Context: an optimization exercise on an open-source flow, tuned for small area. The choices shown serve that exercise and are no tape-out recipe. RTL that was checked went through simulation tests only; none was proved equivalent to the original. Power figures rest on the tool's default switching activity, not on a simulated workload.

==> flow/design.v <==
module execute_mc #(
  parameter int N      = 64,
  parameter int MUL_EN = 1
) (
  input  logic         clk,
  input  logic         reset,
  input  logic         valid_E,
  input  logic         flush_E,
  input  logic         AluSrc,
  input  logic [3:0]   AluControl,
  input  logic         MulOp,
  input  logic [N-1:0] PC_E,
  input  logic [N-1:0] signImm_E,
  input  logic [N-1:0] readData1_E,
  input  logic [N-1:0] readData2_E,
  output logic         stall_E,
  output logic [N-1:0] PCBranch_M,
  output logic [N-1:0] aluResult_M,
  output logic [N-1:0] writeData_M,
  output logic         zero_M,
  output logic         valid_M
);
  localparam int W = 8;             
  localparam int C = N / W;         
  logic [2:0]   pc_q;               
  logic [C-1:0] ph_q;               
  logic [4:0]   rnd_q;              
  logic         cq;                 
  logic         kq;                 
  logic         amsb_q;             
  logic [1:0]   pmsb_q;             
  logic         pcq;                
  logic [1:0]   imsb_q;             
  logic         ph0, last, done, mul, pres, sub, d0, d1;
  logic [4:0]   dig;
  logic [C-1:0] bsel;
  logic [W-1:0] a_c, b_c, imm_c, pc_c, alu_b, a2_c, x1, x2, y, s, k, res;
  logic [W:0]   sum, psum;
  function automatic logic [W-1:0] pick(input logic [N-1:0] v, input logic [C-1:0] sel);
    pick = '0;
    for (int i = 0; i < C; i++) pick = pick | (v[i*W +: W] & {W{sel[i]}});
  endfunction
  function automatic logic [W:0] cla(input logic [W-1:0] p, input logic [W-1:0] q,
                                     input logic ci);
    logic [W-1:0] g, t;
    logic [W:0]   c;
    g = p & q;
    t = p ^ q;
    c[0] = ci;
    for (int i = 0; i < W; i += 4) begin
      c[i+1] = g[i]   | (t[i]   & c[i]);
      c[i+2] = g[i+1] | (t[i+1] & g[i]) | (t[i+1] & t[i] & c[i]);
      c[i+3] = g[i+2] | (t[i+2] & g[i+1]) | (t[i+2] & t[i+1] & g[i])
             | (t[i+2] & t[i+1] & t[i] & c[i]);
      c[i+4] = g[i+3] | (t[i+3] & g[i+2]) | (t[i+3] & t[i+2] & g[i+1])
             | (t[i+3] & t[i+2] & t[i+1] & g[i]) | (t[i+3] & t[i+2] & t[i+1] & t[i] & c[i]);
    end
    cla = {c[W], t ^ c[W-1:0]};
  endfunction
  assign ph_q = 8'd1 << pc_q;
  assign ph0  = ph_q[0];
  assign last = ph_q[C-1];
  assign mul  = (MUL_EN != 0) & MulOp;
  assign pres = valid_E & ~flush_E;
  assign done = last & (~mul | (rnd_q == 5'd31));
  assign stall_E = ~done;
  assign dig   = ~rnd_q;            
  assign bsel  = mul ? (8'd1 << dig[4:2]) : ph_q;
  assign a_c   = pick(readData1_E, ph_q);
  assign b_c   = pick(readData2_E, bsel);
  assign imm_c = pick(signImm_E, ph_q);
  assign pc_c  = pick(PC_E, ph_q);
  assign d0    = b_c[{dig[1:0], 1'b0}];
  assign d1    = b_c[{dig[1:0], 1'b1}];
  always_comb begin
    sub   = ~mul & (AluControl == 4'b0110);
    alu_b = AluSrc ? imm_c : b_c;
    a2_c  = {a_c[W-2:0], ph0 ? 1'b0 : amsb_q};
    x1    = a_c & {W{~mul | d0}};
    x2    = a2_c & {W{mul & d1}};
    if (mul) y = (rnd_q == 5'd0) ? '0 : {aluResult_M[W-3:0], ph0 ? 2'b00 : pmsb_q};
    else     y = alu_b ^ {W{sub}};
    s     = x1 ^ x2 ^ y;
    k     = (x1 & x2) | (x1 & y) | (x2 & y);
    sum   = cla(s, {k[W-2:0], ph0 ? 1'b0 : kq}, ph0 ? sub : cq);
    if (mul) res = sum[W-1:0];
    else begin
      case (AluControl)
        4'b0000: res = a_c & alu_b;
        4'b0001: res = a_c | alu_b;
        4'b0010: res = sum[W-1:0];
        4'b0110: res = sum[W-1:0];
        4'b0111: res = alu_b;
        4'b1100: res = ~(a_c | alu_b);
        default: res = '0;
      endcase
    end
    psum = cla(pc_c, {imm_c[W-3:0], ph0 ? 2'b00 : imsb_q}, ph0 ? 1'b0 : pcq);
  end
  always_ff @(posedge clk) begin
    if (reset) begin
      pc_q    <= '0;
      rnd_q   <= '0;
      valid_M <= 1'b0;
    end else begin
      if (pres & ~done) begin
        pc_q  <= pc_q + 3'd1;
        rnd_q <= rnd_q + {4'd0, last};
      end else begin
        pc_q  <= '0;
        rnd_q <= '0;
      end
      valid_M <= pres & done;
    end
  end
  always_ff @(posedge clk) begin
    cq          <= sum[W];
    kq          <= k[W-1];
    amsb_q      <= a_c[W-1];
    pmsb_q      <= aluResult_M[W-1:W-2];
    pcq         <= psum[W];
    imsb_q      <= imm_c[W-1:W-2];
    aluResult_M <= {res, aluResult_M[N-1:W]};
    zero_M      <= (ph0 | zero_M) & ~|res;
    PCBranch_M  <= {psum[W-1:0], PCBranch_M[N-1:W]};
    writeData_M <= readData2_E;
  end
endmodule
==> flow/config.mk <==
export PLATFORM = sky130hd
export DESIGN_NAME = execute_mc
export DESIGN_NICKNAME = execute_mc
export VERILOG_FILES = /design/flow/design.v
export SDC_FILE = /design/flow/constraint.sdc
export NUM_CORES = 4
export LEC_CHECK = 0
export CAP_MARGIN = 20
export CORE_AREA = 2 2 168 148
export DIE_AREA = 0 0 170 150
export SLEW_MARGIN = 20
==> flow/constraint.sdc <==
create_clock -name core_clock -period 7.0 [get_ports {clk}]
set_input_delay 1.4000 -clock core_clock [delete_from_list [all_inputs] [get_ports {clk}]]
set_output_delay 1.4000 -clock core_clock [all_outputs]
set_load 0.01 [all_outputs]
standard.sh (not shown) runs the stock make flow with config.mk's settings and CLKGATE_MAP_FILE= SYNTH_SCRIPT=/design/flow/synth_recipe.tcl, a recipe that flattens the netlist after the stock synthesis.
==> flow/flow/run.sh <==
#!/bin/bash
# The standard layout (standard.sh) with these changes:
#  - synthesis maps the logic with an area-oriented ABC script (flow/abc_area.script, used
#    through ABC_AREA=1 on a copy of ORFS's scripts folder); registers are untouched;
#  - the port buffers are the smallest buffer cell, sky130_fd_sc_hd__buf_1;
#  - clock tree synthesis inserts no dummy loads (CTS_ARGS replaces its arguments).
set -euo pipefail
cd "$(dirname "$0")/.."
W=$PWD
rm -rf "$W/scripts_area"
cp -r "$FLOW_HOME/scripts" "$W/scripts_area"
cp "$W/flow/abc_area.script" "$W/scripts_area/abc_area.script"
export CTS_ARGS="-sink_clustering_enable -repair_clock_nets -sink_clustering_size 8 -sink_clustering_max_diameter 60 -buf_list sky130_fd_sc_hd__clkbuf_4 -dont_use_dummy_load"
export BUFFER_PORTS_ARGS="-buffer_cell sky130_fd_sc_hd__buf_1"
bash standard.sh SCRIPTS_DIR="$W/scripts_area" ABC_AREA=1 finish > standard_flow.log 2>&1
==> flow/flow/abc_area.script <==
strash
&get -n
&fraig -x
&put
scorr
dc2
dretime
strash
&get -n
&dch -f
&nf
&put
topo
stime -c
Next try:
--- a/flow/design.v
+++ b/flow/design.v
@@ -122,7 +122,7 @@
     imsb_q      <= imm_c[W-1:W-2];
     aluResult_M <= {res, aluResult_M[N-1:W]};
-    zero_M      <= (ph0 | zero_M) & ~|res;
     PCBranch_M  <= {psum[W-1:0], PCBranch_M[N-1:W]};
     writeData_M <= readData2_E;
   end
+  assign zero_M = (aluResult_M == '0);
 endmodule
The new run finished with timing, DRC and antenna clean.
Core utilization stays flat.
Via count climbs by about 1.5%.
Combinational power drops by about 3%.
Routed wire length hardly moves.
Power drops by 1.4%.
Setup slack gets better by 0.38 ns.
Register-to-register slack gets better by 0.32 ns.
Sequential share of layout area drops by 0.17 points.
Area after synthesis stays flat.
Function not checked in the first run of this note: the RTL went through the layout flow alone.


execute_mc, a different RTL version from the one above (not shown whole).
For scale: roughly 780 cells after synthesis, roughly 460 I/O pins, ~9000 um2 of cells after synthesis.
==> module execute_mc, before the edit <==
module execute_mc #(
  parameter int N      = 64,
  parameter int MUL_EN = 1
) (
  input  logic         clk,
  input  logic         reset,
  input  logic         valid_E,
  input  logic         flush_E,
  input  logic         AluSrc,
  input  logic [3:0]   AluControl,
  input  logic         MulOp,
  input  logic [N-1:0] PC_E,
  input  logic [N-1:0] signImm_E,
  input  logic [N-1:0] readData1_E,
  input  logic [N-1:0] readData2_E,
  output logic         stall_E,
  output logic [N-1:0] PCBranch_M,
  output logic [N-1:0] aluResult_M,
  output logic [N-1:0] writeData_M,
  output logic         zero_M,
  output logic         valid_M
);
  localparam int W = 16;            
  localparam int C = N / W;         
  logic [7:0]   cnt_q;              
  logic         carry_q;            
  logic         pcarry_q;           
  logic         pmsb_q;             
  logic [1:0]   imsb_q;             
  logic [1:0]   ph;
  logic [5:0]   rnd;
  logic [5:0]   mbit;
  logic         mul;
  logic         pres, last, done;
  logic [1:0]   bsel;
  logic [W-1:0] a_c, b_c, imm_c, pc_c;
  logic [W-1:0] alu_b, x, y, res;
  logic         sub, cin, b_i;
  logic [W:0]   sum;
  logic [W:0]   psum;
  assign ph   = cnt_q[1:0];
  assign rnd  = cnt_q[7:2];
  assign mbit = ~rnd;               
  assign mul  = (MUL_EN != 0) & MulOp;
  assign pres = valid_E & ~flush_E;
  assign last = (ph == 2'd3);
  assign done = last & (~mul | (rnd == 6'd63));
  assign stall_E = ~done;
  assign bsel  = mul ? mbit[5:4] : ph;
  assign a_c   = readData1_E[ph*W +: W];
  assign b_c   = readData2_E[bsel*W +: W];
  assign imm_c = signImm_E[ph*W +: W];
  assign pc_c  = PC_E[ph*W +: W];
  assign b_i   = b_c[mbit[3:0]];
  function automatic logic [W:0] radd(input logic [W-1:0] p, input logic [W-1:0] q,
                                      input logic ci);
    logic [W:0] c;
    c[0] = ci;
    for (int k = 0; k < W; k++) begin
      radd[k]  = p[k] ^ q[k] ^ c[k];
      c[k+1]   = (p[k] & q[k]) | (c[k] & (p[k] ^ q[k]));
    end
    radd[W] = c[W];
  endfunction
  always_comb begin
    sub   = (AluControl == 4'b0110);
    alu_b = AluSrc ? imm_c : b_c;
    if (mul) begin
      x   = a_c & {W{b_i}};
      y   = (rnd == 6'd0) ? '0 : {aluResult_M[W-2:0], (ph == 2'd0) ? 1'b0 : pmsb_q};
      cin = (ph == 2'd0) ? 1'b0 : carry_q;
    end else begin
      x   = a_c;
      y   = alu_b ^ {W{sub}};
      cin = (ph == 2'd0) ? sub : carry_q;
    end
    sum = radd(x, y, cin);
    if (mul) res = sum[W-1:0];
    else begin
      case (AluControl)
        4'b0000: res = a_c & alu_b;
        4'b0001: res = a_c | alu_b;
        4'b0010: res = sum[W-1:0];
        4'b0110: res = sum[W-1:0];
        4'b0111: res = alu_b;
        4'b1100: res = ~(a_c | alu_b);
        default: res = '0;
      endcase
    end
    psum = radd(pc_c, {imm_c[W-3:0], (ph == 2'd0) ? 2'b00 : imsb_q},
                (ph == 2'd0) ? 1'b0 : pcarry_q);
  end
  always_ff @(posedge clk) begin
    if (reset) begin
      cnt_q   <= '0;
      valid_M <= 1'b0;
    end else begin
      cnt_q   <= (pres & ~done) ? cnt_q + 8'd1 : 8'd0;
      valid_M <= pres & done;
    end
  end
  always_ff @(posedge clk) begin
    carry_q     <= sum[W];
    pcarry_q    <= psum[W];
    pmsb_q      <= aluResult_M[W-1];
    imsb_q      <= imm_c[W-1:W-2];
    aluResult_M <= {res, aluResult_M[N-1:W]};
    PCBranch_M  <= {psum[W-1:0], PCBranch_M[N-1:W]};
    writeData_M <= readData2_E;
  end
  assign zero_M = (aluResult_M == '0);
endmodule
Settings: LEC_CHECK=0, CAP_MARGIN=20, CORE_MARGIN=2, CORE_UTILIZATION=40, SLEW_MARGIN=20; clock period 7.0 ns.
run.sh (not shown) runs the stock make flow with config.mk's settings and CLKGATE_MAP_FILE= SYNTH_SCRIPT=/design/flow/synth_recipe.tcl, a recipe that flattens the netlist after the stock synthesis.
Stock flow here: none of the scripts above is used.
The first run completed and failed the layout checks on setup timing.
==> next run, changes <==
--- a/flow/design.v
+++ b/flow/design.v
@@ -54,13 +54,20 @@
   assign b_i   = b_c[mbit[3:0]];
   function automatic logic [W:0] radd(input logic [W-1:0] p, input logic [W-1:0] q,
                                       input logic ci);
-    logic [W:0] c;
+    logic [W-1:0] g, t;
+    logic [W:0]   c;
+    g = p & q;
+    t = p ^ q;
     c[0] = ci;
-    for (int k = 0; k < W; k++) begin
-      radd[k]  = p[k] ^ q[k] ^ c[k];
-      c[k+1]   = (p[k] & q[k]) | (c[k] & (p[k] ^ q[k]));
+    for (int k = 0; k < W; k += 4) begin
+      c[k+1] = g[k]   | (t[k]   & c[k]);
+      c[k+2] = g[k+1] | (t[k+1] & g[k]) | (t[k+1] & t[k] & c[k]);
+      c[k+3] = g[k+2] | (t[k+2] & g[k+1]) | (t[k+2] & t[k+1] & g[k])
+             | (t[k+2] & t[k+1] & t[k] & c[k]);
+      c[k+4] = g[k+3] | (t[k+3] & g[k+2]) | (t[k+3] & t[k+2] & g[k+1])
+             | (t[k+3] & t[k+2] & t[k+1] & g[k]) | (t[k+3] & t[k+2] & t[k+1] & t[k] & c[k]);
     end
-    radd[W] = c[W];
+    radd = {c[W], t ^ c[W-1:0]};
   endfunction
   always_comb begin
     sub   = (AluControl == 4'b0110);
Result: The new run ran to the end with no violations. Global-route usage goes down by 2.2 points. Total power goes down slightly. Routed wire length goes down by a little under a tenth. Die area goes down by a few percent. Synthesized cell count goes down by a few percent. Register-to-register slack improves by 2.5 ns. Final area goes down by a little under a tenth. Via count goes down by a little under a tenth. Flip-flop and latch count does not change. Synthesized area goes down by a few percent. Core utilization goes down by 4.5 points.
The RTL of the first run of this note was laid out without a check of its function.

==> what the ideal ports hide <==
How much do the figures lean on ideal ports? The routed layouts below were timed once more, with nothing changed but the port constraints.
Step 1, drivers: a clkbuf_16 drives clk and a buf_2 each remaining input, both assumed.
Step 2 also shifts input and output timing later by t, the mid clock arrival at the registers, as if the neighbouring blocks saw the same clock.
Three values: no drivers, after step 1, after step 2; two values: the first two.
run | t, ns | slack for setup (ns) | worst data-port slew with drivers (ns) | pins driven straight from the clock port
the first run of note 1 | 0.709 | 0.965 / 0.984 / 0.276 | 0.13 | 1
the second run of note 1 | 0.691 | 1.341 / 1.309 / 0.618 | 0.07 | 1
the first run of note 2 | 0.546 | -1.456 / -1.463 / -2.009 | 0.10 | 1
the second run of note 2 | 0.556 | 0.714 / 0.725 / 0.169 | 0.10 | 1
For the second run of note 1, which loses most, drivers alone change the setup slack by -0.032 ns; drivers and shift together by -0.723 ns.
